What follows belongs to an exercise in optimizing a design on an open flow for small area; a production flow would make more cautious choices.
In this exercise RTL edits were held to simulation tests only and were not proved equivalent to the original.
Power is estimated from default activity; no workload was simulated.

File: design/flow/design.v
`timescale 1ns/1ps
module motion_regs
(
    input  logic                                           osc_clk,
    input  logic                                           arst_n,
    input  logic                                           reg_wr,
    input  logic [5-1:0]                      reg_addr,
    input  logic [32-1:0]                      reg_data,
    input  logic [5-1:0]                      rd_addr,
    input  logic [32-1:0]                      tick_count,
    input  logic                                           running,
    output logic [32-1:0]                      rd_data,
    output logic                                           go,
    output logic                                           abort,
    output logic [32-1:0]                      dt_q,
    output logic                                           dt_f,
    output logic [32-1:0]                      steps_q,
    output logic                                           steps_f,
    output logic [32-1:0]                      pre_q,
    output logic                                           pre_f,
    output logic [32-1:0]                      pulse_q,
    output logic                                           pulse_f,
    output logic [32-1:0]                      post_q,
    output logic                                           post_f,
    output logic [5-1:0]                  step_bit,
    output logic [4-1:0]                    enable,
    output logic [4-1:0][32-1:0] vel_q,
    output logic [4-1:0]                    vel_f,
    output logic [4-1:0][32-1:0] acc_q,
    output logic [4-1:0]                    acc_f
);
    logic [32-1:0] ctrl_q;
    logic                      ctrl_f;
    logic [15:0]               we;    
    for (genvar a = 0; a < 16; a++) begin : g_we
        assign we[a] = reg_wr && (reg_addr == 5'(a));
    end
    assign enable   = ctrl_q[0 +: 4] & {4{ctrl_f}};
    assign step_bit = ctrl_q[4 +: 5] & {5{ctrl_f}};
    always_ff @(posedge osc_clk) begin
        if (we[5'd0])  ctrl_q  <= reg_data;
        if (we[5'd1])    dt_q    <= reg_data;
        if (we[5'd2]) steps_q <= reg_data;
        if (we[5'd3])   pre_q   <= reg_data;
        if (we[5'd4]) pulse_q <= reg_data;
        if (we[5'd5])  post_q  <= reg_data;
        for (int k = 0; k < 4; k++) begin
            if (we[5'd8 + 2 * k]) vel_q[k] <= reg_data;
            if (we[5'd9 + 2 * k]) acc_q[k] <= reg_data;
        end
    end
    always_ff @(posedge osc_clk or negedge arst_n) begin
        if (!arst_n) begin
            go      <= 1'b0;
            abort   <= 1'b0;
            ctrl_f  <= 1'b0;
            dt_f    <= 1'b0;
            steps_f <= 1'b0;
            pre_f   <= 1'b0;
            pulse_f <= 1'b0;
            post_f  <= 1'b0;
            vel_f   <= '0;
            acc_f   <= '0;
        end else begin
            go      <= we[5'd6];  
            abort   <= we[5'd7];
            ctrl_f  <= ctrl_f  | we[5'd0];
            dt_f    <= dt_f    | we[5'd1];
            steps_f <= steps_f | we[5'd2];
            pre_f   <= pre_f   | we[5'd3];
            pulse_f <= pulse_f | we[5'd4];
            post_f  <= post_f  | we[5'd5];
            for (int k = 0; k < 4; k++) begin
                vel_f[k] <= vel_f[k] | we[5'd8 + 2 * k];
                acc_f[k] <= acc_f[k] | we[5'd9 + 2 * k];
            end
        end
    end
    always_comb begin
        rd_data = '0;  
        case (rd_addr)
            5'd0:   rd_data = ctrl_f  ? ctrl_q  : '0;
            5'd1:     rd_data = dt_f    ? dt_q    : '0;
            5'd2:  rd_data = steps_f ? steps_q : '0;
            5'd3:    rd_data = pre_f   ? pre_q   : '0;
            5'd4:  rd_data = pulse_f ? pulse_q : '0;
            5'd5:   rd_data = post_f  ? post_q  : '0;
            5'd16:  rd_data = tick_count;
            5'd17: rd_data = 32'(running);
            default: ;
        endcase
        for (int k = 0; k < 4; k++) begin
            if (rd_addr == 5'(5'd8 + 2 * k)) begin
                rd_data = vel_f[k] ? vel_q[k] : '0;
            end
            if (rd_addr == 5'(5'd9 + 2 * k)) begin
                rd_data = acc_f[k] ? acc_q[k] : '0;
            end
        end
    end
endmodule
`timescale 1ns/1ps
module acc_step_gen
(
    input  logic                      osc_clk,
    input  logic                      arst_n,
    input  logic                      go,
    input  logic                      abort,
    input  logic [32-1:0] dt_q,
    input  logic                      dt_f,
    input  logic [32-1:0] steps_q,
    input  logic                      steps_f,
    output logic                      tick,
    output logic                      running,
    output logic                      done,
    output logic [32-1:0] tick_count
);
    logic [32-1:0] dt_cnt1;
    logic [32-1:0] dt_cnt1_inc;
    logic [32-1:0] tick_inc;
    logic                      dt_hit, dt_ge;
    logic                      ev;
    logic                      last, last_ge;
    motion_rc_inc #(.W(32)) u_dt_inc   (.a(dt_cnt1),    .s(dt_cnt1_inc));
    motion_rc_inc #(.W(32)) u_tick_inc (.a(tick_count), .s(tick_inc));
    motion_ge     #(.W(32)) u_dt_ge    (.a(dt_cnt1),  .b(dt_q),    .ge(dt_ge));
    motion_ge     #(.W(32)) u_last_ge  (.a(tick_inc), .b(steps_q), .ge(last_ge));
    assign dt_hit = ~dt_f | dt_ge;
    assign last   = ~steps_f | last_ge;
    assign ev = running && !go && !abort && dt_hit;
    always_ff @(posedge osc_clk) begin
        dt_cnt1 <= (go || dt_hit) ? 32'(1) : dt_cnt1_inc;
    end
    always_ff @(posedge osc_clk or negedge arst_n) begin
        if (!arst_n) begin
            tick_count <= '0;
            tick       <= 1'b0;
            running    <= 1'b0;
            done       <= 1'b0;
        end else begin
            tick    <= ev;
            done    <= ev && last;
            running <= go || (running && !abort && !(ev && last));
            if (go) begin
                tick_count <= '0;
            end else if (ev) begin
                tick_count <= tick_inc;
            end
        end
    end
endmodule
`timescale 1ns/1ps
module acc_profile_gen
(
    input  logic                          osc_clk,
    input  logic                          arst_n,
    input  logic                          go,
    input  logic                          tick,
    input  logic [32-1:0]     vel_q,
    input  logic                          vel_f,
    input  logic [32-1:0]     acc_q,
    input  logic                          acc_f,
    input  logic [5-1:0] step_bit,
    output logic                          step_req,
    output logic                          req_dir
);
    localparam int W  = 32;
    localparam int S  = 16;      
    localparam int WH = W - S;
    logic [W-1:0]  phase;
    logic [S-1:0]  vel_lo;
    logic [WH-1:0] vel_hi;
    logic          vel_c;
    logic [W-1:0]  accel;
    logic          vel_neg_q;
    logic [S-1:0]  vlo_t, alo_t, vel_lo_next, ph_lo_next;
    logic [WH-1:0] vhi_t, ahi_t, vel_hi_next, ph_hi0, ph_hi_next;
    logic [WH:0]   ph_hi_ones;
    logic          vel_c_next, ph_c, vc_t;
    logic [W-1:0]  phase_next;
    logic [W-1:0]  go_vel, go_acc;
    logic [W-1:0]  tog_all;
    logic          toggled;
    logic          vel_neg;
    assign vlo_t = vel_lo & {S{tick}};
    assign vhi_t = vel_hi & {WH{tick}};
    assign vc_t  = vel_c & tick;
    assign alo_t = accel[S-1:0] & {S{tick}};
    assign ahi_t = accel[W-1:S] & {WH{tick}};
    motion_rc_add #(.W(S))  u_vlo (.a(vel_lo), .b(alo_t), .cin(1'b0),  .s(vel_lo_next), .cout(vel_c_next));
    motion_rc_add #(.W(WH)) u_vhi (.a(vel_hi), .b(ahi_t), .cin(vel_c), .s(vel_hi_next), .cout());
    motion_rc_add #(.W(S))  u_plo (.a(phase[S-1:0]), .b(vlo_t), .cin(1'b0), .s(ph_lo_next), .cout(ph_c));
    motion_rc_add #(.W(WH)) u_phi (.a(phase[W-1:S]), .b(vhi_t), .cin(vc_t), .s(ph_hi0), .cout());
    assign ph_hi_ones[0] = 1'b1;
    for (genvar i = 0; i < WH; i++) begin : g_inc
        assign ph_hi_ones[i+1] = ph_hi_ones[i] & ph_hi0[i];
        assign ph_hi_next[i]   = ph_hi0[i] ^ (ph_c & ph_hi_ones[i]);
    end
    assign phase_next = {ph_hi_next, ph_lo_next};
    assign tog_all = phase_next ^ phase;
    assign toggled = tog_all[step_bit];
    assign vel_neg = vel_hi[WH-1] ^ (vel_c & (&vel_hi[WH-2:0]));
    assign go_vel = vel_q & {W{go & vel_f}};
    assign go_acc = acc_q & {W{go & acc_f}};
    always_ff @(posedge osc_clk) begin
        phase     <= phase_next & {W{~go}};
        vel_lo    <= go_vel[S-1:0] | (vel_lo_next & {S{~go}});
        vel_hi    <= go_vel[W-1:S] | (vel_hi_next & {WH{~go}});
        vel_c     <= vel_c_next & ~go;
        accel     <= go_acc | (accel & {W{~go}});
        vel_neg_q <= vel_neg;
    end
    assign req_dir = ~vel_neg_q;
    always_ff @(posedge osc_clk or negedge arst_n) begin
        if (!arst_n) begin
            step_req <= 1'b0;
        end else begin
            step_req <= !go && toggled;
        end
    end
endmodule
`timescale 1ns/1ps
module motor_step_gen
(
    input  logic                      osc_clk,
    input  logic                      arst_n,
    input  logic                      step_req,
    input  logic                      req_dir,
    input  logic                      pre_zero,
    input  logic                      post_zero,
    input  logic [32-1:0] pre_q,
    input  logic                      pre_f,
    input  logic [32-1:0] pulse_q,
    input  logic                      pulse_f,
    input  logic [32-1:0] post_q,
    input  logic                      post_f,
    output logic                      step,
    output logic                      dir
);
    localparam logic [1:0] IDLE  = 2'd0;
    localparam logic [1:0] PRE   = 2'd1;
    localparam logic [1:0] PULSE = 2'd2;
    localparam logic [1:0] POST  = 2'd3;
    logic [1:0]                state;
    logic [32-1:0] cnt;  
    logic [32-1:0] lim;
    logic                      hit;
    logic                      lim_f, lim_ge;
    logic [32-1:0] cnt_inc;
    motion_rc_inc #(.W(32)) u_inc (.a(cnt), .s(cnt_inc));
    motion_ge     #(.W(32)) u_ge  (.a(cnt), .b(lim), .ge(lim_ge));
    assign hit = ~lim_f | lim_ge;
    always_comb begin
        case (state)
            PRE:     begin lim = pre_q;   lim_f = pre_f;   end
            PULSE:   begin lim = pulse_q; lim_f = pulse_f; end
            default: begin lim = post_q;  lim_f = post_f;  end
        endcase
    end
    assign step = (state == PULSE);
    always_ff @(posedge osc_clk) begin
        cnt <= (state == IDLE || hit) ? 32'(1) : cnt_inc;
    end
    always_ff @(posedge osc_clk or negedge arst_n) begin
        if (!arst_n) begin
            state <= IDLE;
            dir   <= 1'b0;
        end else begin
            case (state)
                IDLE: begin
                    if (step_req) begin
                        dir   <= req_dir;
                        state <= pre_zero ? PULSE : PRE;
                    end
                end
                PRE:   if (hit) state <= PULSE;
                PULSE: if (hit) state <= post_zero ? IDLE : POST;
                default: if (hit) state <= IDLE;
            endcase
        end
    end
endmodule
`timescale 1ns/1ps
module motion_top
(
    input  logic                        osc_clk,
    input  logic                        arst_n,
    input  logic                        reg_wr,
    input  logic [5-1:0]   reg_addr,
    input  logic [32-1:0]   reg_data,
    input  logic [5-1:0]   rd_addr,
    output logic [32-1:0]   rd_data,
    output logic                        done,
    output logic [4-1:0] motor_step,
    output logic [4-1:0] motor_dir,
    output logic [4-1:0] motor_enable
);
    logic                                           go;
    logic                                           abort;
    logic                                           tick;
    logic                                           running;
    logic [32-1:0]                      dt_q, steps_q, pre_q, pulse_q, post_q;
    logic                                           dt_f, steps_f, pre_f, pulse_f, post_f;
    logic [32-1:0]                      tick_count;
    logic [5-1:0]                  step_bit;
    logic [4-1:0][32-1:0] vel_q;
    logic [4-1:0][32-1:0] acc_q;
    logic [4-1:0]                    vel_f;
    logic [4-1:0]                    acc_f;
    logic [4-1:0]                    step_req;
    logic [4-1:0]                    req_dir;
    logic                                           pre_zero;
    logic                                           post_zero;
    assign pre_zero  = ~pre_f  | (pre_q == '0);
    assign post_zero = ~post_f | (post_q == '0);
    motion_regs regs1 (
        .osc_clk     (osc_clk),
        .arst_n      (arst_n),
        .reg_wr      (reg_wr),
        .reg_addr    (reg_addr),
        .reg_data    (reg_data),
        .rd_addr     (rd_addr),
        .tick_count  (tick_count),
        .running     (running),
        .rd_data     (rd_data),
        .go          (go),
        .abort       (abort),
        .dt_q        (dt_q),
        .dt_f        (dt_f),
        .steps_q     (steps_q),
        .steps_f     (steps_f),
        .pre_q       (pre_q),
        .pre_f       (pre_f),
        .pulse_q     (pulse_q),
        .pulse_f     (pulse_f),
        .post_q      (post_q),
        .post_f      (post_f),
        .step_bit    (step_bit),
        .enable      (motor_enable),
        .vel_q       (vel_q),
        .vel_f       (vel_f),
        .acc_q       (acc_q),
        .acc_f       (acc_f)
    );
    acc_step_gen acc_step1 (
        .osc_clk     (osc_clk),
        .arst_n      (arst_n),
        .go          (go),
        .abort       (abort),
        .dt_q        (dt_q),
        .dt_f        (dt_f),
        .steps_q     (steps_q),
        .steps_f     (steps_f),
        .tick        (tick),
        .running     (running),
        .done        (done),
        .tick_count  (tick_count)
    );
    for (genvar k = 0; k < 4; k++) begin : g_axis
        acc_profile_gen acc_profile (
            .osc_clk  (osc_clk),
            .arst_n   (arst_n),
            .go       (go),
            .tick     (tick),
            .vel_q    (vel_q[k]),
            .vel_f    (vel_f[k]),
            .acc_q    (acc_q[k]),
            .acc_f    (acc_f[k]),
            .step_bit (step_bit),
            .step_req (step_req[k]),
            .req_dir  (req_dir[k])
        );
        motor_step_gen motor (
            .osc_clk  (osc_clk),
            .arst_n   (arst_n),
            .step_req (step_req[k]),
            .req_dir  (req_dir[k]),
            .pre_zero (pre_zero),
            .post_zero(post_zero),
            .pre_q    (pre_q),
            .pre_f    (pre_f),
            .pulse_q  (pulse_q),
            .pulse_f  (pulse_f),
            .post_q   (post_q),
            .post_f   (post_f),
            .step     (motor_step[k]),
            .dir      (motor_dir[k])
        );
    end
endmodule
module motion_rc_add #(parameter int W = 16)
(
    input  logic [W-1:0] a,
    input  logic [W-1:0] b,
    input  logic         cin,
    output logic [W-1:0] s,
    output logic         cout
);
    logic [W:0] c;
    assign c[0] = cin;
    for (genvar i = 0; i < W; i++) begin : g_bit
        assign s[i]   = a[i] ^ b[i] ^ c[i];
        assign c[i+1] = (a[i] & b[i]) | (c[i] & (a[i] ^ b[i]));
    end
    assign cout = c[W];
endmodule
module motion_rc_inc #(parameter int W = 32)
(
    input  logic [W-1:0] a,
    output logic [W-1:0] s
);
    logic [W:0] c;
    assign c[0] = 1'b1;
    for (genvar i = 0; i < W; i++) begin : g_bit
        assign s[i]   = a[i] ^ c[i];
        assign c[i+1] = a[i] & c[i];
    end
endmodule
module motion_ge #(parameter int W = 32)
(
    input  logic [W-1:0] a,
    input  logic [W-1:0] b,
    output logic         ge
);
    logic [W:0] c;
    assign c[0] = 1'b1;
    for (genvar i = 0; i < W; i++) begin : g_bit
        assign c[i+1] = a[i] ? (~b[i] | c[i]) : (~b[i] & c[i]);
    end
    assign ge = c[W];
endmodule
File: design/flow/constraint.sdc
create_clock -name core_clock -period 10.0 [get_ports {osc_clk}]
set_input_delay 2.0000 -clock core_clock [delete_from_list [all_inputs] [get_ports {osc_clk}]]
set_output_delay 2.0000 -clock core_clock [all_outputs]
set_load 0.01 [all_outputs]
File: design/flow/config.mk
export PLATFORM = sky130hd
export DESIGN_NAME = motion_top
export DESIGN_NICKNAME = motion_top
export VERILOG_FILES = /design/flow/design.v
export SDC_FILE = /design/flow/constraint.sdc
export NUM_CORES = 4
export LEC_CHECK = 0
export CAP_MARGIN = 20
export CORE_MARGIN = 2
export CORE_UTILIZATION = 55
export CTS_BUF_LIST = sky130_fd_sc_hd__clkbuf_4
export PLACE_DENSITY = 0.7
export SLEW_MARGIN = 20
File: design/flow/run.sh
#!/bin/bash
# synth_recipe.tcl (not shown) runs the flow's synth.tcl, then flattens the netlist and writes it again
# the make line also repeats each setting of config.mk as NAME=value (left out here)
make -C /OpenROAD-flow-scripts/flow DESIGN_CONFIG=/design/flow/config.mk WORK_HOME=/design/flow/orfs CLKGATE_MAP_FILE= SYNTH_SCRIPT=/design/flow/synth_recipe.tcl finish
==> impl_metrics.json, run 1 <==
{
  "layout_setup_ws_ns": 0.249,
  "floorplan.initialDensity": 0.555,
  "die_h_um": 316,
  "place_congestion": 0.998,
  "worst_max_slew_pin_slew_ns": 1.17,
  "first_pass_grt_wire_length_um": 247000,
  "final_total_power_mw": 16.1,
  "floorplan.die.width_um": 316,
  "place_ws_ns": -0.317,
  "pwr-share-clk": 0.245,
  "ctsRootBufferMaster": "clkbuf_4",
  "cts.clk_slew.worst_paths_ns": 0.06,
  "synthesis.instances": 5113,
  "share_comb_of_total_power": 0.376,
  "worstHoldPathType": "register to register",
  "share_of_synthesized_area_spent_on_multiplexers": 0.0199,
  "synth-adder-area-share": 0.145,
  "fin_area_um2": 60000,
  "timing_worst_setup_path_type": "register to register",
  "met3_length_um": 17200,
  "tritoncts": "built",
  "timing.critical_path.required_ns": 11.03,
  "fp.dieArea_um2": 99900,
  "first_global_vias": 41000,
  "number_of_warnings_reported_in_the_yosys_synthesis_log": 4,
  "synth.ff_latch_count": 1063,
  "track_usage": 0.333,
  "slew_margin_rel": 0.221,
  "timing.critical_path.slowest_stage_cell": "or4_4",
  "ir_drop_mv": 0.137,
  "io_buffers": 89,
  "share_of_the_clock_period_used_by_the_worst_path": 0.975,
  "nets": 5842,
  "synth_top_family_by_area": "adder cells",
  "place_inst": 6311,
  "cts-htree-levels": 5,
  "postRouteWirelength_um": 166000,
  "grt_remaining_overflow": 0,
  "maxUsedRoutingLayer": "met5",
  "syn_nets": 5606,
  "power-per-cell-area_nw_per_um2": 268,
  "synth.largest_area_cell": "edfxtp_1",
  "yosysUniqueCellTypes": 91,
  "multi_input_comb_area_um2": 24900,
  "p_sw_frac": 0.377,
  "min_period_ns": 9.75,
  "syn2layout_area_growth_pct": 12.0,
  "postCtsHoldBufs": 0,
  "crit_arrival_ns": 10.78,
  "row_count": 114,
  "synth-seq-area-share": 0.487,
  "yosys.area.top_type_share": 0.251,
  "antenna_found_initial": 10,
  "synth_compound_gate_area_share": 0.131,
  "route.detailed.vias_per_inst": 6.05,
  "seq_power_share": 0.378,
  "timing.critical_path.fanout_max": 6,
  "synth_enable_flop_cells": 448,
  "largest_net_degree_at_the_start_of_global_routing": 196,
  "synth_ff_type": "dfxtp_1",
  "internal_power_mw": 10.0,
  "critical_path.endpoint_type": "register",
  "cpMostUsedCell": "fa_2",
  "layout.cells.most_common": "nand2_1",
  "synth_simple_gate_area_frac": 0.131,
  "synth_xor_area_frac": 0.0309,
  "non_filler_cells_in_the_finished_layout": 6849,
  "clock_sink_count": 1063,
  "maximum_achievable_frequency_mhz": 103,
  "placedInstanceArea_um2": 55900,
  "syn-cell-area_um2": 53600,
  "detailroute.wirelength.met2_um": 76600,
  "worst_setup_path_start_kind": "register",
  "setup_total_negative_slack_ns": 0,
  "rsz0062_at_grt": "yes",
  "async_flop_share": 0.0630,
  "total_leakage_power_nw": 24.0,
  "pin_count": 90,
  "setup_viol_count_final": 0,
  "layout_common_cells": "582 x nand2_1, 548 x dfxtp_1, 486 x inv_1",
  "finalCoreUtilization": 0.621,
  "drt-wirelength-per-cell_um": 24.3,
  "seq_area_um2": 26100,
  "synthTopCellsByArea": "edfxtp_1 25%, dfxtp_1 20%, fa_1 9.0%, ha_1 4.9%, nand2_1 4.1%",
  "holdWs_ns": 0.402,
  "postRouteAntennaNets": 0,
  "drt_drc_violations_left": 0,
  "ctsLongestPathBuffers": 4,
  "core_area_um2": 96600,
  "switching_power_mw": 6.06,
  "avgSynthCellArea_um2": 10.5,
  "numCtsBuffers": 299,
  "cpPeakStageDelay_ns": 0.53,
  "worst_clock_skew_ns": 0.124,
  "routed-via-count": 41400,
  "fillers": 7946,
  "sum_of_net_half_perimeters_after_detailed_placement_um": 117000,
  "hold_violations": 0,
  "wl_met1_um": 62300,
  "worstSkewPairLatency_ns": 1.21,
  "drt-initial-drc-count": 4973,
  "post_route_cells_drive_above_1_share": 0.134,
  "drt_pass1_iterations": 12,
  "maxCapViolations": 0,
  "drv_slew": 0,
  "outcome": "complete, no violations"
}
==> cell families after synthesis <==
| kind of cell | count (synthesis) |
|---|---|
| simple gates | 1497 |
| xor+xnor | 188 |
| buf+inv | 759 |
| flops | 1063 |
| mux | 72 |
| fa+ha+maj | 486 |
| compound gates | 1048 |
==> critical path: cells and delay by family (launching register included) <==
kind                       cells  cell delay, ns
adders and majority gates     16            5.92
xor gates and xnor gates       2            0.28
and+or+nand+nor                8            2.05
AOI/OAI and AO/OA              3            0.88
DFF                            1            0.47
buffers and inverters          1            0.05
==> synthesized netlist by cell type, types with 30 or more instances <==
library cell	number
o21ai_0	311
inv_1	486
a21oi_1	145
a22o_1	42
xor2_1	76
nor2_1	369
a211oi_1	31
nand4_1	52
a222oi_1	34
nand3_1	52
edfxtp_1	448
a221oi_1	53
and3_1	41
nand2b_1	39
clkbuf_1	209
and2_1	203
xnor2_1	111
fa_1	240
nand2_1	587
ha_1	208
a22oi_1	251
maj3_1	38
dfxtp_1	548
o211ai_1	30
mux2i_1	41
nor2b_1	39
buf_1	30
dfrtp_1	67
==> layout make-up <==
type	instances	share of cell area
antenna	9	0.000376
clock buffer	447	0.0560
clock inverter	69	0.00561
inverter	488	0.0305
multi-input combinational	3291	0.416
sequential	1063	0.435
tap	1276	0.0266
timing repair buffer	206	0.0299
==> per-layer routing <==
metal,global-route usage,vias to the layer above
li1,-,18500
met1,0.423,20000
met2,0.524,2370
met3,0.0744,556
met4,0.200,8
met5,0,-
==> worst paths after layout <==
kind / depth (start not counted) / end / startpoint / slack (ns)
worst max-delay path: 30 / g_axis[0].acc_profile.step_req / acc_step1.tick / 0.25
worst min-delay path: 1 / acc_step1.dt_cnt1[0] / acc_step1.dt_cnt1[0] / 0.40
worst max register to register: 30 / g_axis[0].acc_profile.step_req / acc_step1.tick / 0.25
worst min register to register: 1 / acc_step1.dt_cnt1[0] / acc_step1.dt_cnt1[0] / 0.40
max in group asynchronous: 2 / g_axis[1].acc_profile.step_req / arst_n / 7.88
min in group asynchronous: 1 / acc_step1.tick_count[1] / arst_n / 0.68
==> registers in the layout, summed over array words and instances (netlist names), 64 cells and up <==
| signal | flops |
|---|---|
| regs1.vel_q | 128 |
| g_axis.motor.cnt | 128 |
| g_axis.acc_profile.vel_hi | 64 |
| g_axis.acc_profile.phase | 124 |
| g_axis.acc_profile.accel | 128 |
| g_axis.acc_profile.vel_lo | 64 |
| regs1.acc_q | 128 |
==> what timing repair did <==
item	CTS	global route
buffers inserted	5	7
gates resized for setup	26	31
pin swaps	8	27
endpoints found under the hold margin	0	0
endpoints found under the setup margin	4	4
==> power by group through the flow <==
stage	clock network (mW)	logic, mW	registers [mW]
after floorplan	0	4.55	5.81
after global placement	0	5.67	6.14
after detailed placement	0	5.87	6.15
after CTS	3.99	5.96	6.06
after global routing	4.23	6.79	6.14
final	3.95	6.05	6.08
==> run 2, diff against run 1 <==
--- a/design/flow/config.mk
+++ b/design/flow/config.mk
@@ -7,7 +7,6 @@
 export LEC_CHECK = 0
 export CAP_MARGIN = 20
 export CORE_MARGIN = 2
-export CORE_UTILIZATION = 55
-export CTS_BUF_LIST = sky130_fd_sc_hd__clkbuf_4
-export PLACE_DENSITY = 0.7
+export CORE_UTILIZATION = 40
+export PLACE_DENSITY = 0.6
 export SLEW_MARGIN = 20
==> impl_metrics.json, run 2 <==
{
  "outcome": "complete, no violations",
  "cpPeakStageDelay_ns": 0.52,
  "pwr-share-clk": 0.257,
  "nets": 5669,
  "r2r_setup_slack_ns": 0.20,
  "first_pass_grt_wire_length_um": 251000,
  "hold_violations": 0,
  "setup.worst_path.start": "acc_step1.tick",
  "ctsRootBufferMaster": "clkbuf_16",
  "maxCapViolations": 0,
  "crit_arrival_ns": 10.45,
  "route.detailed.vias_per_inst": 5.59,
  "yosysUniqueCellTypes": 91,
  "core_area_um2": 133000,
  "numCtsBuffers": 112,
  "postRouteWirelength_um": 170000,
  "io_buffers": 89,
  "clock_sink_count": 1063,
  "layout_common_cells": "583 x nand2_1, 548 x dfxtp_1, 485 x inv_1",
  "cts-htree-levels": 3,
  "floorplan.initialDensity": 0.402,
  "first_global_vias": 38600,
  "number_of_warnings_reported_in_the_yosys_synthesis_log": 4,
  "ir_drop_mv": 0.177,
  "timing.critical_path.required_ns": 10.65,
  "timing.critical_path.slowest_stage_cell": "or4_4",
  "synthMostInstantiatedCell": "nand2_1",
  "finalCoreUtilization": 0.456,
  "non_filler_cells_in_the_finished_layout": 7045,
  "drt_pass1_iterations": 8,
  "critical_path.endpoint_type": "register",
  "internal_power_mw": 10.3,
  "grt_remaining_overflow": 0,
  "rsz0062_at_grt": "yes",
  "post_route_cells_drive_above_1_share": 0.0864,
  "synthesis.instances": 5113,
  "syn_nets": 5606,
  "die_h_um": 370,
  "async_flop_share": 0.0630,
  "postRouteAntennaNets": 0,
  "worst_setup_path_start_kind": "register",
  "fp.dieArea_um2": 137000,
  "cpMostUsedCell": "fa_2",
  "worstHoldPathType": "register to register",
  "power-per-cell-area_nw_per_um2": 268,
  "syn2layout_area_growth_pct": 13.3,
  "synthTopCellsByArea": "edfxtp_1 25%, dfxtp_1 20%, fa_1 9.0%, ha_1 4.9%, nand2_1 4.1%",
  "total_leakage_power_nw": 23.6,
  "synth_ff_type": "dfxtp_1",
  "row_count": 134,
  "wl_met1_um": 71400,
  "met3_length_um": 13700,
  "place_inst": 6808,
  "drt_drc_violations_left": 0,
  "worst_r2r_path_depth": 31,
  "timing_worst_setup_path_type": "register to register",
  "endpoint": "g_axis[0].acc_profile.step_req",
  "drv_slew": 0,
  "routed-via-count": 39400,
  "share_comb_of_total_power": 0.373,
  "worstSkewPairLatency_ns": 0.74,
  "cts.clk_slew.worst_paths_ns": 0.06,
  "seq_power_share": 0.370,
  "track_usage": 0.246,
  "slew_margin_rel": 0.255,
  "synth.ff_latch_count": 1063,
  "synth-seq-area-share": 0.487,
  "r2r-start": "acc_step1.tick",
  "drt-wirelength-per-cell_um": 24.2,
  "p_sw_frac": 0.368,
  "sum_of_net_half_perimeters_after_detailed_placement_um": 122000,
  "synth_common_cells": "587 x nand2_1, 548 x dfxtp_1, 486 x inv_1",
  "worst_max_slew_pin_slew_ns": 1.12,
  "switching_power_mw": 5.99,
  "timing.critical_path.fanout_max": 5,
  "antenna_found_initial": 6,
  "synth.largest_area_cell": "edfxtp_1",
  "maximum_achievable_frequency_mhz": 102,
  "synth_enable_flop_cells": 448,
  "final_total_power_mw": 16.3,
  "critical_path.reg2reg.endpoint": "g_axis[0].acc_profile.step_req",
  "floorplan.die.width_um": 370,
  "maxUsedRoutingLayer": "met5",
  "yosys.area.top_type_share": 0.251,
  "avgSynthCellArea_um2": 10.5,
  "drt-initial-drc-count": 4107,
  "postCtsHoldBufs": 0,
  "syn-cell-area_um2": 53600,
  "largest_net_degree_at_the_start_of_global_routing": 123,
  "layout.cells.most_common": "nand2_1",
  "place_congestion": 0.917,
  "pin_count": 90,
  "share_of_the_clock_period_used_by_the_worst_path": 0.980,
  "ctsLongestPathBuffers": 3,
  "worst_clock_skew_ns": 0.0225,
  "detailroute.wirelength.met2_um": 77400,
  "setup_total_negative_slack_ns": 0,
  "min_period_ns": 9.80,
  "setup_viol_count_final": 0,
  "tritoncts": "built"
}
[run 2: changes by cell type in the layout (fill, tap and decap cells not counted), moves of 8 or more]
cell       previous run  this run
clkbuf_4            447         0
clkinv_2              8        16
clkbuf_16             0       115
buf_4               115       126
clkbuf_1              0        33
clkinv_1             49        20
[run 2: kinds of logic after synthesis]
group / Yosys count / share of synthesized area
AND/OR/NAND/NOR: 1497 / 0.131
buffers and inverters: 759 / 0.0545
multiplexers: 72 / 0.0199
XOR/XNOR: 188 / 0.0309
AO/OA/AOI/OAI: 1048 / 0.131
flip-flops: 1063 / 0.487
adder cells (fa/ha/maj): 486 / 0.145
[run 2: layout make-up]
| cell class | count | area [um2] |
|---|---|---|
| fillers | 12500 | 72400 |
| well taps | 1768 | 2210 |
| inverters | 488 | 1830 |
| diodes | 2 | 5.00 |
| flip-flops and latches | 1063 | 26100 |
| clock buffers | 155 | 3100 |
| repair buffers | 220 | 1920 |
| clock inverters | 58 | 549 |
| multi-input cells | 3291 | 25000 |
[run 2: how the worst min path moves through the flow]
stage | to | start | slack, ns | cells after the start
5_1_grt | g_axis[3].motor.cnt[0] | g_axis[3].motor.cnt[0] | 0.42 | 1
6_report | g_axis[2].motor.cnt[0] | g_axis[2].motor.cnt[0] | 0.40 | 1
3_3_place_gp | g_axis[2].motor.cnt[0] | g_axis[2].motor.cnt[0] | 0.39 | 1
4_1_cts | g_axis[2].motor.cnt[0] | g_axis[2].motor.cnt[0] | 0.40 | 1
3_5_place_dp | g_axis[2].motor.cnt[0] | g_axis[2].motor.cnt[0] | 0.39 | 1
2_1_floorplan | g_axis[0].motor.cnt[0] | g_axis[0].motor.cnt[0] | 0.37 | 1
[run 2: repair_timing]
item                       in CTS  in global routing
pin swaps                      10                 38
gates resized for setup        28                 37
setup buffers                  11                  8
hold endpoints to repair        0                  0
setup endpoints to repair       4                  4
[run 2: metal layers]
layer  global-route usage  vias to the layer above
met4                0.102                        4
li1                     -                    17900
met5                    0                        -
met1                0.337                    19500
met2                0.387                     1616
met3               0.0424                      306
[run 2: power by group through the flow]
stage	Clock [mW]	Combinational [mW]	Sequential, mW
global route	4.41	6.84	6.11
detailed placement	0	5.90	6.10
global placement	0	5.75	6.09
CTS	4.25	5.99	6.01
finish	4.19	6.07	6.02
floorplan	0	4.55	5.81
[run 2: through the flow]
step	instance area, um2	hold slack, ns	setup WS [ns]
floorplan	53600	0.373	-0.0356
CTS	60500	0.403	0.000495
detailed placement	56600	0.388	-0.264
finish	60700	0.398	0.200
global placement	56600	0.386	-0.204
global route	60700	0.420	-0.0661
[run 2: critical path: cells and delay by family (launching register included)]
family                   cells  cell delay (ns)
adder cells (fa/ha/maj)     16             5.88
AND/OR/NAND/NOR              8             2.21
AO/OA/AOI/OAI                3             0.78
flip-flops                   1             0.41
XOR/XNOR                     2             0.27
buffers and inverters        2             0.16
==> run 3, diff against run 2 <==
--- a/design/flow/design.v
+++ b/design/flow/design.v
@@ -160,7 +160,7 @@
     input  logic                          vel_f,
     input  logic [32-1:0]     acc_q,
     input  logic                          acc_f,
-    input  logic [5-1:0] step_bit,
+    input  logic [32-1:0]     step_sel,   
     output logic                          step_req,
     output logic                          req_dir
 );
@@ -179,7 +179,6 @@
     logic          vel_c_next, ph_c, vc_t;
     logic [W-1:0]  phase_next;
     logic [W-1:0]  go_vel, go_acc;
-    logic [W-1:0]  tog_all;
     logic          toggled;
     logic          vel_neg;
     assign vlo_t = vel_lo & {S{tick}};
@@ -197,8 +196,7 @@
         assign ph_hi_next[i]   = ph_hi0[i] ^ (ph_c & ph_hi_ones[i]);
     end
     assign phase_next = {ph_hi_next, ph_lo_next};
-    assign tog_all = phase_next ^ phase;
-    assign toggled = tog_all[step_bit];
+    assign toggled = (|(phase_next & step_sel)) ^ (|(phase & step_sel));
     assign vel_neg = vel_hi[WH-1] ^ (vel_c & (&vel_hi[WH-2:0]));
     assign go_vel = vel_q & {W{go & vel_f}};
     assign go_acc = acc_q & {W{go & acc_f}};
@@ -311,6 +309,8 @@
     logic [4-1:0]                    req_dir;
     logic                                           pre_zero;
     logic                                           post_zero;
+    logic [32-1:0]                      step_sel;
+    assign step_sel  = 32'(1) << step_bit;
     assign pre_zero  = ~pre_f  | (pre_q == '0);
     assign post_zero = ~post_f | (post_q == '0);
     motion_regs regs1 (
@@ -366,7 +366,7 @@
             .vel_f    (vel_f[k]),
             .acc_q    (acc_q[k]),
             .acc_f    (acc_f[k]),
-            .step_bit (step_bit),
+            .step_sel (step_sel),
             .step_req (step_req[k]),
             .req_dir  (req_dir[k])
         );
==> design/flow/flow/run.sh (new file) <==
#!/bin/bash
# The standard layout with two changes: clock tree synthesis without dummy
# loads, with clkbuf_8 buffers and sink clusters of at most 12 flip-flops within
# 60 um (a smaller clock tree); and buf_1 as the port buffer cell.
set -euo pipefail
export CTS_ARGS="-sink_clustering_enable -repair_clock_nets -dont_use_dummy_load -buf_list sky130_fd_sc_hd__clkbuf_8 -sink_clustering_size 12 -sink_clustering_max_diameter 60"
export BUFFER_PORTS_ARGS="-buffer_cell sky130_fd_sc_hd__buf_1"
bash standard.sh > standard.log 2>&1
==> design/flow/standard.sh (new file) <==
#!/bin/bash
# synth_recipe.tcl (not shown) runs the flow's synth.tcl, then flattens the netlist and writes it again
# the make line also repeats each setting of config.mk as NAME=value (left out here)
make -C /OpenROAD-flow-scripts/flow DESIGN_CONFIG=/design/flow/config.mk WORK_HOME=/design/flow/orfs CLKGATE_MAP_FILE= SYNTH_SCRIPT=/design/flow/synth_recipe.tcl "${@:-finish}"
removed: design/flow/run.sh
==> impl_metrics.json, run 3 <==
{
  "synthMostInstantiatedCell": "nand2_1",
  "fp.dieArea_um2": 136000,
  "final_total_power_mw": 13.1,
  "min_from": "g_axis[1].motor.cnt[0]",
  "synthesis.instances": 5006,
  "fillers": 12600,
  "clock_sink_count": 1067,
  "worst_max_slew_pin_slew_ns": 1.27,
  "die_h_um": 369,
  "grt_remaining_overflow": 0,
  "timing.critical_path.required_ns": 10.66,
  "place_congestion": 0.993,
  "synth_common_cells": "583 x nand2_1, 552 x dfxtp_1, 448 x edfxtp_1",
  "tritoncts": "built",
  "multi_input_comb_area_um2": 25000,
  "drt_drc_violations_left": 0,
  "placedInstanceArea_um2": 56100,
  "seq_area_um2": 26200,
  "cpPeakStageDelay_ns": 0.46,
  "slew_margin_rel": 0.147,
  "cpMostUsedCell": "fa_2",
  "min_period_ns": 9.73,
  "total_leakage_power_nw": 21.6,
  "drv_slew": 0,
  "timing.critical_path.fanout_max": 20,
  "row_count": 133,
  "routed-via-count": 41500,
  "setup_viol_count_final": 0,
  "route.detailed.vias_per_inst": 6.06,
  "maxCapViolations": 0,
  "worst_hold_path_endpoint": "g_axis[1].motor.cnt[0]",
  "worstSkewPairLatency_ns": 0.87,
  "ctsRootBufferMaster": "clkbuf_8",
  "floorplan.die.width_um": 369,
  "timing_worst_setup_path_type": "register to register",
  "rsz0062_at_grt": "yes",
  "drt-initial-drc-count": 6002,
  "nets": 5574,
  "hold_violations": 0,
  "share_of_the_clock_period_used_by_the_worst_path": 0.973,
  "timing.critical_path.slowest_stage_cell": "or4_4",
  "synth.largest_area_cell": "edfxtp_1",
  "outcome": "complete, no violations",
  "worstHoldPathType": "register to register",
  "maximum_achievable_frequency_mhz": 103,
  "yosysUniqueCellTypes": 92,
  "yosys.area.top_type_share": 0.253,
  "r2r_setup_slack_ns": 0.27,
  "critical_path.reg2reg.endpoint": "g_axis[2].acc_profile.step_req",
  "core_area_um2": 132000,
  "power-per-cell-area_nw_per_um2": 226,
  "syn2layout_area_growth_pct": 8.75,
  "sum_of_net_half_perimeters_after_detailed_placement_um": 147000,
  "worst_r2r_path_depth": 32,
  "ir_drop_mv": 0.206,
  "drt_pass1_iterations": 6,
  "postRouteAntennaNets": 0,
  "worst_clock_skew_ns": 0.112,
  "antenna_found_initial": 15,
  "first_pass_grt_wire_length_um": 285000,
  "syn-cell-area_um2": 53200,
  "number_of_warnings_reported_in_the_yosys_synthesis_log": 4,
  "first_global_vias": 39400,
  "min_path_cells": 1,
  "avgSynthCellArea_um2": 10.6,
  "drt-wirelength-per-cell_um": 29.1,
  "pin_count": 90,
  "critical_path.endpoint_type": "register",
  "synthTopCellsByArea": "edfxtp_1 25%, dfxtp_1 21%, fa_1 9.0%, ha_1 4.9%, nand2_1 4.1%",
  "postRouteWirelength_um": 199000,
  "async_flop_share": 0.0628,
  "worst_setup_path_start_kind": "register",
  "fin_area_um2": 57900,
  "cts.clk_slew.worst_paths_ns": 0.09,
  "numCtsBuffers": 108,
  "post_route_cells_drive_above_1_share": 0.0849,
  "synth_enable_flop_cells": 448,
  "synth-seq-area-share": 0.492,
  "r2r-start": "acc_step1.tick",
  "cts-htree-levels": 3,
  "crit_arrival_ns": 10.39,
  "synth.ff_latch_count": 1067,
  "io_buffers": 89,
  "layout_common_cells": "581 x nand2_1, 552 x dfxtp_1, 448 x edfxtp_1",
  "syn_nets": 5499,
  "layout.cells.most_common": "nand2_1",
  "synth_ff_type": "dfxtp_1",
  "largest_net_degree_at_the_start_of_global_routing": 134,
  "track_usage": 0.289,
  "ctsLongestPathBuffers": 3,
  "floorplan.initialDensity": 0.404
}
run 3: changes by cell type in the layout (fill, tap and decap cells not counted), sizes merged, moves of 55 or more:
cell and delta:
inv -142, a22o +141, buf +109, clkdlybuf4s50 -88, nand3 +69, xnor2 -68
nor2 -55, xor2 -55
run 3: worst max path at each step:
stage          depth (start not counted)  slack (ns)      startpoint                             end
2_1_floorplan                         36     -0.0002  acc_step1.tick  g_axis[2].acc_profile.step_req
3_3_place_gp                          31       -0.32  acc_step1.tick  g_axis[1].acc_profile.step_req
3_5_place_dp                          31       -0.39  acc_step1.tick  g_axis[1].acc_profile.step_req
4_1_cts                               31        0.01  acc_step1.tick  g_axis[3].acc_profile.step_req
5_1_grt                               32       -0.02  acc_step1.tick  g_axis[2].acc_profile.step_req
6_report                              32        0.27  acc_step1.tick  g_axis[2].acc_profile.step_req
run 3: power breakdown:
part | internal [mW] | leakage, nW | switching, mW
clock network | 0.953 | 0.777 | 1.51
registers | 5.24 | 9.45 | 0.701
logic | 1.70 | 11.3 | 2.96
run 3: worst max-delay path: cells and delay by family, from the launching register on:
kind | cells | cell delay (ns)
DFF | 1 | 0.45
xor gates and xnor gates | 2 | 0.29
and+or+nand+nor | 9 | 2.31
buffers and inverters | 4 | 0.48
adders and majority gates | 16 | 5.82
AOI/OAI and AO/OA | 1 | 0.22
run 3: routing by layer:
| layer | part of all wire | GRT usage |
|---|---|---|
| met1 | 0.40 | 0.400 |
| met3 | 0.11 | 0.0680 |
| met2 | 0.42 | 0.425 |
| met4 | 0.058 | 0.143 |
| met5 | 0.000055 | 0 |
run 3: logic make-up (layout without fill, tap and decap cells):
family | after synthesis | count (layout) | synth area share
AND/OR/NAND/NOR | 1529 | 1529 | 0.136
AO/OA/AOI/OAI | 1171 | 1171 | 0.158
flip-flops | 1067 | 1067 | 0.492
buffers and inverters | 627 | 700 | 0.0455
adder cells (fa/ha/maj) | 484 | 484 | 0.146
XOR/XNOR | 65 | 65 | 0.0107
multiplexers | 63 | 63 | 0.0122
other | 0 | 13 | 0
run 3: final cells by class:
cell class / count / share of cell area
Antenna cell: 13 / 0.000562
Tap cell: 1755 / 0.0379
Timing Repair Buffer: 245 / 0.0279
Clock buffer: 108 / 0.0257
Inverter: 347 / 0.0226
Multi-Input combinational cell: 3312 / 0.433
Sequential cell: 1067 / 0.453
run 3: timing repair:
action | 4_1_cts | 5_1_grt
pin swaps | 8 | 16
endpoints found under the setup margin | 5 | 5
gates resized for setup | 19 | 38
cloned | 0 | 0
hold buffers | 0 | 0
setup buffers | 0 | 3
run 3: stage by stage:
stage	cells	worst slack [ns]	util	TNS, ns	hold WS (ns)
6_report	6847	0.273	0.439	0	0.405
5_1_grt	6837	-0.0239	0.439	-0.0239	0.423
4_1_cts	6828	0.0138	0.437	0	0.399
3_5_place_dp	6720	-0.387	0.425	-0.891	0.394
3_3_place_gp	6719	-0.318	0.425	-0.650	0.388
2_1_floorplan	5006	-0.000152	-	-0.000152	0.372
==> run 4, diff against run 3 <==
--- a/design/flow/config.mk
+++ b/design/flow/config.mk
@@ -7,6 +7,6 @@
 export LEC_CHECK = 0
 export CAP_MARGIN = 20
 export CORE_MARGIN = 2
-export CORE_UTILIZATION = 40
-export PLACE_DENSITY = 0.6
+export CORE_UTILIZATION = 60
+export PLACE_DENSITY = 0.75
 export SLEW_MARGIN = 20
==> impl_metrics.json, run 4 <==
{
  "floorplan.die.width_um": 302,
  "fp.dieArea_um2": 91100,
  "yosysUniqueCellTypes": 92,
  "async_flop_share": 0.0628,
  "synthTopCellsByArea": "edfxtp_1 25%, dfxtp_1 21%, fa_1 9.0%, ha_1 4.9%, nand2_1 4.1%",
  "timing.critical_path.slowest_stage_cell": "or4_4",
  "crit_arrival_ns": 10.28,
  "track_usage": 0.416,
  "largest_net_degree_at_the_start_of_global_routing": 92,
  "hold_violations": 0,
  "postCtsHoldBufs": 0,
  "io_buffers": 89,
  "core_area_um2": 88100,
  "drt-wirelength-per-cell_um": 30.3,
  "maximum_achievable_frequency_mhz": 103,
  "worst_clock_skew_ns": 0.115,
  "layout.cells.most_common": "nand2_1",
  "total_leakage_power_nw": 21.4,
  "worst_max_slew_pin_slew_ns": 1.34,
  "r2r-start": "acc_step1.tick",
  "share_of_the_clock_period_used_by_the_worst_path": 0.970,
  "worst_setup_path_start_kind": "register",
  "layout_setup_ws_ns": 0.303,
  "synth.largest_area_cell": "edfxtp_1",
  "numCtsBuffers": 107,
  "fillers": 7018,
  "maxCapViolations": 0,
  "power-per-cell-area_nw_per_um2": 228,
  "drt_pass1_iterations": 7,
  "syn-cell-area_um2": 53200,
  "first_pass_grt_wire_length_um": 273000,
  "synth.ff_latch_count": 1067,
  "pin_count": 90,
  "layout_common_cells": "581 x nand2_1, 552 x dfxtp_1, 448 x edfxtp_1",
  "synthesis.instances": 5006,
  "syn_nets": 5499,
  "grt_remaining_overflow": 0,
  "synth_common_cells": "583 x nand2_1, 552 x dfxtp_1, 448 x edfxtp_1",
  "non_filler_cells_in_the_finished_layout": 6233,
  "place_ws_ns": -0.214,
  "sum_of_net_half_perimeters_after_detailed_placement_um": 140000,
  "place_congestion": 1.05,
  "synth_enable_flop_cells": 448,
  "synth-seq-area-share": 0.492,
  "drt_drc_violations_left": 0,
  "worstHoldPathType": "register to register",
  "timing.critical_path.required_ns": 10.58,
  "die_h_um": 302,
  "nets": 5551,
  "cpPeakStageDelay_ns": 0.58,
  "ctsLongestPathBuffers": 3,
  "route.detailed.vias_per_inst": 6.71,
  "ctsRootBufferMaster": "clkbuf_8",
  "setup_viol_count_final": 0,
  "place_inst": 6109,
  "number_of_warnings_reported_in_the_yosys_synthesis_log": 4,
  "routed-via-count": 41800,
  "syn2layout_area_growth_pct": 6.87,
  "row_count": 109,
  "cpMostUsedCell": "fa_2",
  "worstSkewPairLatency_ns": 0.81,
  "tritoncts": "built",
  "yosys.area.top_type_share": 0.253,
  "synthMostInstantiatedCell": "nand2_1",
  "slew_margin_rel": 0.102,
  "post_route_cells_drive_above_1_share": 0.0793,
  "drv_slew": 0,
  "ir_drop_mv": 0.209,
  "outcome": "complete, no violations",
  "setup.worst_path.start": "acc_step1.tick",
  "setup_total_negative_slack_ns": 0,
  "cts-htree-levels": 3,
  "critical_path.endpoint_type": "register",
  "first_global_vias": 39600,
  "min_period_ns": 9.70,
  "postRouteAntennaNets": 0,
  "min_from": "g_axis[0].motor.cnt[0]",
  "clock_sink_count": 1067,
  "drt-initial-drc-count": 6425,
  "timing.critical_path.fanout_max": 12,
  "timing_worst_setup_path_type": "register to register",
  "floorplan.initialDensity": 0.604,
  "cts.clk_slew.worst_paths_ns": 0.08,
  "antenna_found_initial": 18,
  "finalCoreUtilization": 0.645,
  "postRouteWirelength_um": 189000,
  "avgSynthCellArea_um2": 10.6,
  "synth_ff_type": "dfxtp_1"
}
run 4: kinds of logic (layout without fill, tap and decap cells):
| logic type | Yosys count | after routing | share of synthesized area |
|---|---|---|---|
| AND/OR/NAND/NOR | 1529 | 1529 | 0.136 |
| AO/OA/AOI/OAI | 1171 | 1171 | 0.158 |
| flip-flops | 1067 | 1067 | 0.492 |
| buffers and inverters | 627 | 677 | 0.0455 |
| adder cells (fa/ha/maj) | 484 | 484 | 0.146 |
| XOR/XNOR | 65 | 65 | 0.0107 |
| multiplexers | 63 | 63 | 0.0122 |
| other | 0 | 12 | 0 |
run 4: critical path: cells and delay by family, from the launching register on:
family / cells / cell delay [ns]
AND/OR/NAND/NOR: 10 / 2.22
AO/OA/AOI/OAI: 2 / 0.39
adder cells (fa/ha/maj): 16 / 6.06
buffers and inverters: 2 / 0.22
XOR/XNOR: 1 / 0.12
flip-flops: 1 / 0.48
run 4: final cells by class:
class / instances / area [um2] / area share
diodes: 12 / 30.0 / 0.000528
clock buffers: 107 / 1470 / 0.0259
inverters: 347 / 1310 / 0.0230
multi-input cells: 3312 / 25000 / 0.440
flip-flops and latches: 1067 / 26200 / 0.461
well taps: 1165 / 1460 / 0.0256
repair buffers: 223 / 1380 / 0.0243
run 4: per-stage QoR:
stage	area [um2]	hold WS (ns)	power, mW
after floorplan	53400	0.372	8.92
after global placement	55100	0.386	10.3
after detailed placement	55100	0.389	10.4
after CTS	56700	0.406	12.8
after global routing	56800	0.424	13.6
final	56900	0.404	12.9
run 4: layer usage:
metal  up-vias  global-route usage  routed length, um
li1      18000                   -                  -
met2      3109               0.604              79700
met4        10               0.247              14200
met5         -                   0                 75
met3       624               0.112              25200
met1     20100               0.561              69500
run 4: worst paths after layout:
path | end | slack (ns) | depth (start not counted)
setup / recovery | g_axis[0].acc_profile.step_req | 0.30 | 31
hold / removal | g_axis[0].motor.cnt[0] | 0.40 | 1
setup reg to reg | g_axis[0].acc_profile.step_req | 0.30 | 31
hold reg to reg | g_axis[0].motor.cnt[0] | 0.40 | 1
max in group asynchronous | regs1.go | 7.48 | 2
min in group asynchronous | regs1.vel_f[0] | 1.17 | 1
run 4: timing repair:
| item | in CTS | in global routing |
|---|---|---|
| gates cloned | 0 | 0 |
| buffers inserted | 0 | 3 |
| endpoints found under the setup margin | 3 | 5 |
| gates resized for setup | 17 | 23 |
| pin swaps | 4 | 17 |
run 4: report_power, final:
group	internal [mW]	switching [mW]
clock network	0.946	1.46
logic	1.66	2.95
registers	5.24	0.681
total	7.85	5.09
==> run 5, diff against run 4 <==
--- a/design/flow/design.v
+++ b/design/flow/design.v
@@ -213,7 +213,7 @@
         if (!arst_n) begin
             step_req <= 1'b0;
         end else begin
-            step_req <= !go && toggled;
+            step_req <= !go && tick && toggled;
         end
     end
 endmodule
==> impl_metrics.json, run 5 <==
{
  "setup_viol_count_final": 0,
  "total_leakage_power_nw": 22.1,
  "antenna_found_initial": 9,
  "fp.dieArea_um2": 94000,
  "sum_of_net_half_perimeters_after_detailed_placement_um": 146000,
  "placedInstanceArea_um2": 56700,
  "worst_hold_path_endpoint": "g_axis[3].acc_profile.accel[6]",
  "track_usage": 0.417,
  "first_pass_grt_wire_length_um": 283000,
  "drt_drc_violations_left": 0,
  "worst-path-buf-inv": 2,
  "nets": 5852,
  "syn2layout_area_growth_pct": 6.52,
  "slew_margin_rel": 0.159,
  "first_global_vias": 41100,
  "numCtsBuffers": 108,
  "share_of_the_clock_period_used_by_the_worst_path": 0.965,
  "critical_path.reg2reg.endpoint": "g_axis[0].acc_profile.step_req",
  "maxCapViolations": 0,
  "place_inst": 6414,
  "postRouteWirelength_um": 197000,
  "outcome": "complete, no violations",
  "worst_clock_skew_ns": 0.112,
  "hold_violations": 0,
  "number_of_warnings_reported_in_the_yosys_synthesis_log": 4,
  "route.detailed.vias_per_inst": 6.65,
  "min_from": "regs1.acc_q[102]",
  "yosys.area.top_type_share": 0.245,
  "synth-seq-area-share": 0.477,
  "syn_nets": 5809,
  "worst_r2r_path_depth": 32,
  "synth_ff_type": "dfxtp_1",
  "timing.critical_path.required_ns": 10.63,
  "timing.critical_path.fanout_max": 15,
  "worst_setup_path_start_kind": "register",
  "min_period_ns": 9.65,
  "synthTopCellsByArea": "edfxtp_1 24%, dfxtp_1 20%, fa_1 8.7%, ha_1 4.7%, nand2_1 4.4%",
  "layout.cells.most_common": "nand2_1",
  "timing_worst_setup_path_type": "register to register",
  "die_h_um": 307,
  "power-per-cell-area_nw_per_um2": 222,
  "core_area_um2": 90400,
  "avgSynthCellArea_um2": 10.3,
  "async_flop_share": 0.0628,
  "synthMostInstantiatedCell": "nand2_1",
  "crit_arrival_ns": 10.28,
  "floorplan.initialDensity": 0.607,
  "grt_remaining_overflow": 0,
  "drv_slew": 0,
  "cts.clk_slew.worst_paths_ns": 0.09,
  "cp.depth": 32,
  "post_route_cells_drive_above_1_share": 0.0862,
  "postRouteAntennaNets": 0,
  "place_ws_ns": -0.215,
  "yosysUniqueCellTypes": 93,
  "worst_path_dominant_cell_family": "adder cells",
  "routed-via-count": 43500,
  "r2r_setup_slack_ns": 0.35,
  "io_buffers": 89,
  "pin_count": 90,
  "maximum_achievable_frequency_mhz": 104,
  "min_path_cells": 2,
  "ir_drop_mv": 0.156,
  "layout_common_cells": "641 x nand2_1, 552 x dfxtp_1, 496 x inv_1",
  "layout_setup_ws_ns": 0.348,
  "worstSkewPairLatency_ns": 0.84,
  "synth_enable_flop_cells": 448,
  "synth.ff_latch_count": 1067,
  "ctsRootBufferMaster": "clkbuf_8",
  "fin_area_um2": 58500,
  "drt-wirelength-per-cell_um": 30.1,
  "ctsLongestPathBuffers": 3,
  "synth.largest_area_cell": "edfxtp_1",
  "cpMostUsedCell": "fa_2",
  "worst_max_slew_pin_slew_ns": 1.26,
  "synth_common_cells": "642 x nand2_1, 552 x dfxtp_1, 496 x inv_1",
  "largest_net_degree_at_the_start_of_global_routing": 205,
  "clock_sink_count": 1067,
  "tritoncts": "built",
  "synthesis.instances": 5316,
  "row_count": 110,
  "drt-initial-drc-count": 7299,
  "worstHoldPathType": "register to register",
  "non_filler_cells_in_the_finished_layout": 6536,
  "r2r-start": "acc_step1.tick",
  "syn-cell-area_um2": 54900,
  "floorplan.die.width_um": 307,
  "drt_pass1_iterations": 9,
  "cpPeakStageDelay_ns": 0.57,
  "place_congestion": 1.04,
  "timing.critical_path.slowest_stage_cell": "or4_4",
  "cts-htree-levels": 3,
  "critical_path.endpoint_type": "register"
}
==> run 5: cells by family after synthesis <==
logic type,Yosys count,share of synthesized area
flops,1067,0.477
fa+ha+maj,494,0.143
simple gates,1683,0.154
xor+xnor,66,0.0105
buf+inv,794,0.0573
compound gates,1133,0.143
mux,79,0.0147
==> run 5: through the flow <==
stage	total power, mW	hold slack (ns)	utilization	setup TNS, ns
finish	13.0	0.404	0.647	0
floorplan	8.96	0.370	-	-0.0887
global placement	10.3	0.382	0.627	-0.144
global route	13.6	0.429	0.647	-0.0151
CTS	12.8	0.408	0.644	0
detailed placement	10.4	0.392	0.627	-0.335
==> run 5: worst min-delay path: stages, from the launching register on <==
cell,delay (ns)
edfxtp_1,0.35
nand2_1,0.06
o21ai_0,0.06
==> run 5: area by class of cell <==
| cell class | count | area [um2] |
|---|---|---|
| Fill cell | 7279 | 31900 |
| Sequential cell | 1067 | 26200 |
| Multi-Input combinational cell | 3455 | 26000 |
| Inverter | 499 | 1870 |
| Clock buffer | 108 | 1490 |
| Tap cell | 1176 | 1470 |
| Timing Repair Buffer | 228 | 1460 |
| Antenna cell | 3 | 7.51 |
==> run 5: routing by layer <==
layer | track usage | vias up | share of wire
met1 | 0.549 | 20800 | 0.37
met2 | 0.612 | 3113 | 0.43
met4 | 0.249 | 16 | 0.074
li1 | - | 18800 | -
met3 | 0.124 | 710 | 0.13
met5 | 0 | - | 0.00090
==> run 5: what timing repair did <==
item                       4_1_cts  5_1_grt
pin swaps                        1       10
hold buffers                     0        0
setup endpoints to repair        3        8
resized for setup               10       36
buffers inserted                 0        7
==> run 5: worst max-delay path by stage <==
stage | start | end | slack (ns)
6_report | acc_step1.tick | g_axis[0].acc_profile.step_req | 0.35
5_1_grt | acc_step1.tick | g_axis[0].acc_profile.step_req | -0.01
4_1_cts | acc_step1.tick | g_axis[0].acc_profile.step_req | 0.03
3_5_place_dp | acc_step1.tick | g_axis[1].acc_profile.step_req | -0.21
3_3_place_gp | acc_step1.tick | g_axis[1].acc_profile.step_req | -0.14
2_1_floorplan | acc_step1.tick | g_axis[3].acc_profile.step_req | -0.09
==> run 5: power by group <==
part	switching (mW)	leakage [nW]	internal [mW]
combinational	2.92	11.8	1.56
clock	1.48	0.777	0.953
sequential	0.769	9.50	5.30

-- port drivers added, routing unchanged --
Ports are ideal in the flow. The routed layouts listed here were re-timed in OpenROAD. Step 1, drivers: a clkbuf_16 drives osc_clk and a buf_2 each remaining input, both assumed. Step 2 times the ports against the registers' clock, not the clock port: input delays grow and output delays shrink by t, the midpoint of the rising clock arrivals with the driver on. a / b / c = ideal ports / drivers / drivers and shift; a / b = the first two.
| run | shift t [ns] | slack for setup (ns) | worst setup path at the end | latest minus earliest clock arrival (ns) | worst register clock-pin slew, ns |
|---|---|---|---|---|---|
| run 1 | 1.219 | 0.249 / 0.249 / 0.249 | register to register | 0.144 / 0.144 | 0.08 / 0.08 |
| run 2 | 0.809 | 0.200 / 0.200 / 0.200 | register to register | 0.028 / 0.028 | 0.07 / 0.07 |
| run 3 | 0.897 | 0.273 / 0.273 / 0.273 | register to register | 0.114 / 0.114 | 0.09 / 0.09 |
| run 4 | 0.824 | 0.303 / 0.303 / 0.303 | register to register | 0.123 / 0.122 | 0.09 / 0.09 |
| run 5 | 0.852 | 0.348 / 0.348 / 0.348 | register to register | 0.114 / 0.114 | 0.09 / 0.09 |
After both steps every run listed still meets setup and hold.
